Source: an optimization exercise on an open RTL-to-GDS flow (aim: small area, a short achievable clock period and few clock cycles per item). Production flows keep margins and buffers that such runs may drop. In this exercise RTL edits were held to simulation tests only and were not proved equivalent to the original.

==> inputs of xenon <==
==> flow/design.v (excerpt) <==
module pipelined_array_mult #(
  parameter int WIDTH  = 64,
  parameter int TAG_W  = 4
) (
  input  logic               clk,
  input  logic               rst,
  input  logic               in_valid,
  output logic               in_ready,
  input  logic               in_signed,
  input  logic [WIDTH-1:0]   A,
  input  logic [WIDTH-1:0]   B,
  input  logic [TAG_W-1:0]   in_tag,
  output logic               out_valid,
  input  logic               out_ready,
  output logic [2*WIDTH-1:0] out,
  output logic               out_signed,
  output logic [TAG_W-1:0]   out_tag
);
Settings: LEC_CHECK=0, ABC_AREA=1, CAP_MARGIN=20, CORE_MARGIN=2, CORE_UTILIZATION=45, SLEW_MARGIN=20, SYNTH_HIERARCHICAL=1; clock period 13.0 ns.
standard.sh (not shown) runs the stock make flow with config.mk's settings and CLKGATE_MAP_FILE= SYNTH_SCRIPT=/design/flow/synth_recipe.tcl, a recipe that flattens the netlist after the stock synthesis.
==> flow/flow/run.sh <==
#!/bin/bash
# Own flow: the standard ORFS layout (standard.sh) with these changes:
# - repair_timing aims for a path delay well below the 13 ns clock (setup slack
#   margin), so that the achieved period improves; the SDC is the standard one;
# - ports are buffered with buf_2 instead of the default (a delay cell);
# - CTS inserts no dummy loads, and may use smaller clock buffers.
set -euo pipefail
export SETUP_SLACK_MARGIN=8.5
export BUFFER_PORTS_ARGS="-buffer_cell sky130_fd_sc_hd__buf_2"
export CTS_ARGS="-sink_clustering_enable -repair_clock_nets -dont_use_dummy_load -buf_list {sky130_fd_sc_hd__clkbuf_4 sky130_fd_sc_hd__clkbuf_8 sky130_fd_sc_hd__clkbuf_16} -sink_clustering_size 24 -sink_clustering_max_diameter 120"
bash standard.sh > standard.log 2>&1
==> willow (differences from xenon) <==
==> flow/flow/run.sh (replaced) <==
#!/bin/bash
# Own flow: the standard ORFS layout (standard.sh) with these changes:
# - repair_timing aims for a path delay well below the 13 ns clock (setup slack
#   margin), so that the achieved period improves; the SDC is the standard one;
# - ports are buffered with buf_2 instead of the default (a delay cell);
# - CTS inserts no dummy loads, and may use smaller clock buffers;
# - global placement weights the timing-critical nets more.
set -euo pipefail
export SETUP_SLACK_MARGIN=8.65
export BUFFER_PORTS_ARGS="-buffer_cell sky130_fd_sc_hd__buf_2"
export CTS_ARGS="-sink_clustering_enable -repair_clock_nets -dont_use_dummy_load -buf_list {sky130_fd_sc_hd__clkbuf_4 sky130_fd_sc_hd__clkbuf_8 sky130_fd_sc_hd__clkbuf_16} -sink_clustering_size 24 -sink_clustering_max_diameter 120"
export GLOBAL_PLACEMENT_ARGS="-timing_driven_net_weight_max 5 -timing_driven_nets_percentage 20"
bash standard.sh > standard.log 2>&1
==> sierra (differences from xenon) <==
--- a/flow/flow/run.sh
+++ b/flow/flow/run.sh
@@ -4,8 +4,10 @@
 #   margin), so that the achieved period improves; the SDC is the standard one;
 # - ports are buffered with buf_2 instead of the default (a delay cell);
-# - CTS inserts no dummy loads, and may use smaller clock buffers.
+# - CTS inserts no dummy loads, and may use smaller clock buffers;
+# - global placement weights the timing-critical nets more.
 set -euo pipefail
 export SETUP_SLACK_MARGIN=8.5
 export BUFFER_PORTS_ARGS="-buffer_cell sky130_fd_sc_hd__buf_2"
 export CTS_ARGS="-sink_clustering_enable -repair_clock_nets -dont_use_dummy_load -buf_list {sky130_fd_sc_hd__clkbuf_4 sky130_fd_sc_hd__clkbuf_8 sky130_fd_sc_hd__clkbuf_16} -sink_clustering_size 24 -sink_clustering_max_diameter 120"
+export GLOBAL_PLACEMENT_ARGS="-timing_driven_net_weight_max 5 -timing_driven_nets_percentage 20"
 bash standard.sh > standard.log 2>&1
==> run summary <==
quantity	xenon	willow	sierra
First element of the critical path	r1_bn[14]	r1_bo[11]	r1_a[0]
Detailed-routed wire length on met2	200,000 um	203,000 um	201,000 um
Final worst setup slack	8.37 ns	8.51 ns	8.38 ns
Worst hold path startpoint	r1_s	r1_tag[1]	r1_tag[1]
Antenna violations before repair	20	20	19
Status	timing/DRC/antenna clean	timing/DRC/antenna clean	timing/DRC/antenna clean
Clock latency (worst-skew pair)	0.82 ns	0.81 ns	0.80 ns
Antenna diode count	18	19	15
Routed length per instance	37.1 um	38.0 um	37.6 um
Area used by sequential logic in the layout	0.0241 mm2	0.0241 mm2	0.0241 mm2
Filler cell count	22,800	22,600	22,800
Testbench counts of xenon, summed over its fixed seeds: cycles 1,036, items 1,024.
Testbench counts of willow, summed over its fixed seeds: cycles 1,036, items 1,024.
Testbench counts of sierra, summed over its fixed seeds: cycles 1,036, items 1,024.

==> trial 46 <==
pipelined_array_mult again, from the RTL that the note above started with.
export LEC_CHECK = 0
export ABC_AREA = 1
export CAP_MARGIN = 20
export CORE_MARGIN = 2
export CORE_UTILIZATION = 45
export SLEW_MARGIN = 20
export SYNTH_HIERARCHICAL = 1
create_clock -name core_clock -period 13.0 [get_ports {clk}]
==> flow/flow/run.sh <==
#!/bin/bash
# Own flow: the standard ORFS layout (standard.sh) with these changes:
# - repair_timing aims for a path delay well below the 13 ns clock (setup slack
#   margin), so that the achieved period improves; the SDC is the standard one;
# - ports are buffered with buf_2 instead of the default (a delay cell);
# - CTS inserts no dummy loads;
# - global placement weights the timing-critical nets more.
set -euo pipefail
export SETUP_SLACK_MARGIN=8.5
export BUFFER_PORTS_ARGS="-buffer_cell sky130_fd_sc_hd__buf_2"
export CTS_ARGS="-sink_clustering_enable -repair_clock_nets -dont_use_dummy_load"
export GLOBAL_PLACEMENT_ARGS="-timing_driven_net_weight_max 5 -timing_driven_nets_percentage 20"
bash standard.sh > standard.log 2>&1
==> build 15: changes against trial 46 <==
==> flow/flow/run.sh (replaced) <==
#!/bin/bash
# Own flow: the standard ORFS layout (standard.sh) with these changes:
# - repair_timing aims for a path delay well below the 13 ns clock (setup slack
#   margin), so that the achieved period improves; the SDC is the standard one;
# - ports are buffered with buf_2 instead of the default (a delay cell);
# - CTS inserts no dummy loads.
set -euo pipefail
export SETUP_SLACK_MARGIN=8.5
export BUFFER_PORTS_ARGS="-buffer_cell sky130_fd_sc_hd__buf_2"
export CTS_ARGS="-sink_clustering_enable -repair_clock_nets -dont_use_dummy_load"
bash standard.sh > standard.log 2>&1
- CTS_BUF_LIST: not set -> sky130_fd_sc_hd__clkbuf_4 sky130_fd_sc_hd__clkbuf_8 sky130_fd_sc_hd__clkbuf_16
- CTS_CLUSTER_SIZE: not set -> 30
==> flow_results.org <==
** Status
- The flow ran to the end and the layout has no timing, DRC or antenna violations.

** GRT
- First-pass GRT wire length :: 729 mm

** Worst hold path
- Hold Crit Start :: r1_tag[3]
- Worst Hold Endpoint :: r2_tag[3]

** Placed design
- Detailed placement ended at an HPWL of 314 mm.
- Final weighted congestion in routability-driven placement :: 1.02
(the above is from build 15)
==> flow_results.org <==
** Status
- The run finished with no timing, DRC or antenna violations.

** Placed design
- Final weighted congestion in routability-driven placement :: roughly 1.0
- Summed over all nets, the half-perimeter wirelength after detailed placement is between 300 and 400 mm.

** Yosys
- Leading area contributor after synthesis :: sky130_fd_sc_hd__fa_1

** GRT
- The first global-routing pass estimated 736 mm of wire.

** Worst hold path
- Worst Hold Endpoint :: r2_tag[0]
- In this run the most critical hold path is launched from r1_tag[0].

** Layout
- Total number of nets in the final design :: 12800
(the above is from trial 46)
Testbench counts of trial 46, summed over its fixed seeds: cycles 1,036, items 1,024.
Testbench counts of build 15, summed over its fixed seeds: cycles 1,036, items 1,024.

static timing again, ports no longer ideal:
Ports are ideal in the flow. The routed layouts listed here were re-timed in OpenROAD.
Step 1 (the two cells are an assumption about what drives the block):
set clk [get_ports {clk}]
set_driving_cell -lib_cell sky130_fd_sc_hd__clkbuf_16 $clk
set_driving_cell -lib_cell sky130_fd_sc_hd__buf_2 [delete_from_list [all_inputs] $clk]
Step 2 moves the port delays by t, midway between the first and last clock arrival at a register: inputs arrive t later, outputs are due t later. That takes back most of the time a late clock gives input paths.
Slacks: no drivers / after step 1 / after step 2; pairs: no drivers / after step 1.
run	shift t [ns]	slack for setup (ns)	worst data-port slew with drivers (ns)	cell pins on the clock port's net
xenon	0.865	8.371 / 8.371 / 8.371	0.12	1
willow	0.854	8.509 / 8.509 / 8.394	0.13	1
sierra	0.851	8.376 / 8.376 / 8.376	0.12	1
trial 46	0.941	8.384 / 8.384 / 8.355	0.13	1
build 15	0.909	8.365 / 8.365 / 8.365	0.13	1
After both steps setup and hold are still met in every run listed. For willow, which loses most, drivers alone change the setup slack by 0.000 ns; drivers and shift together by -0.115 ns.
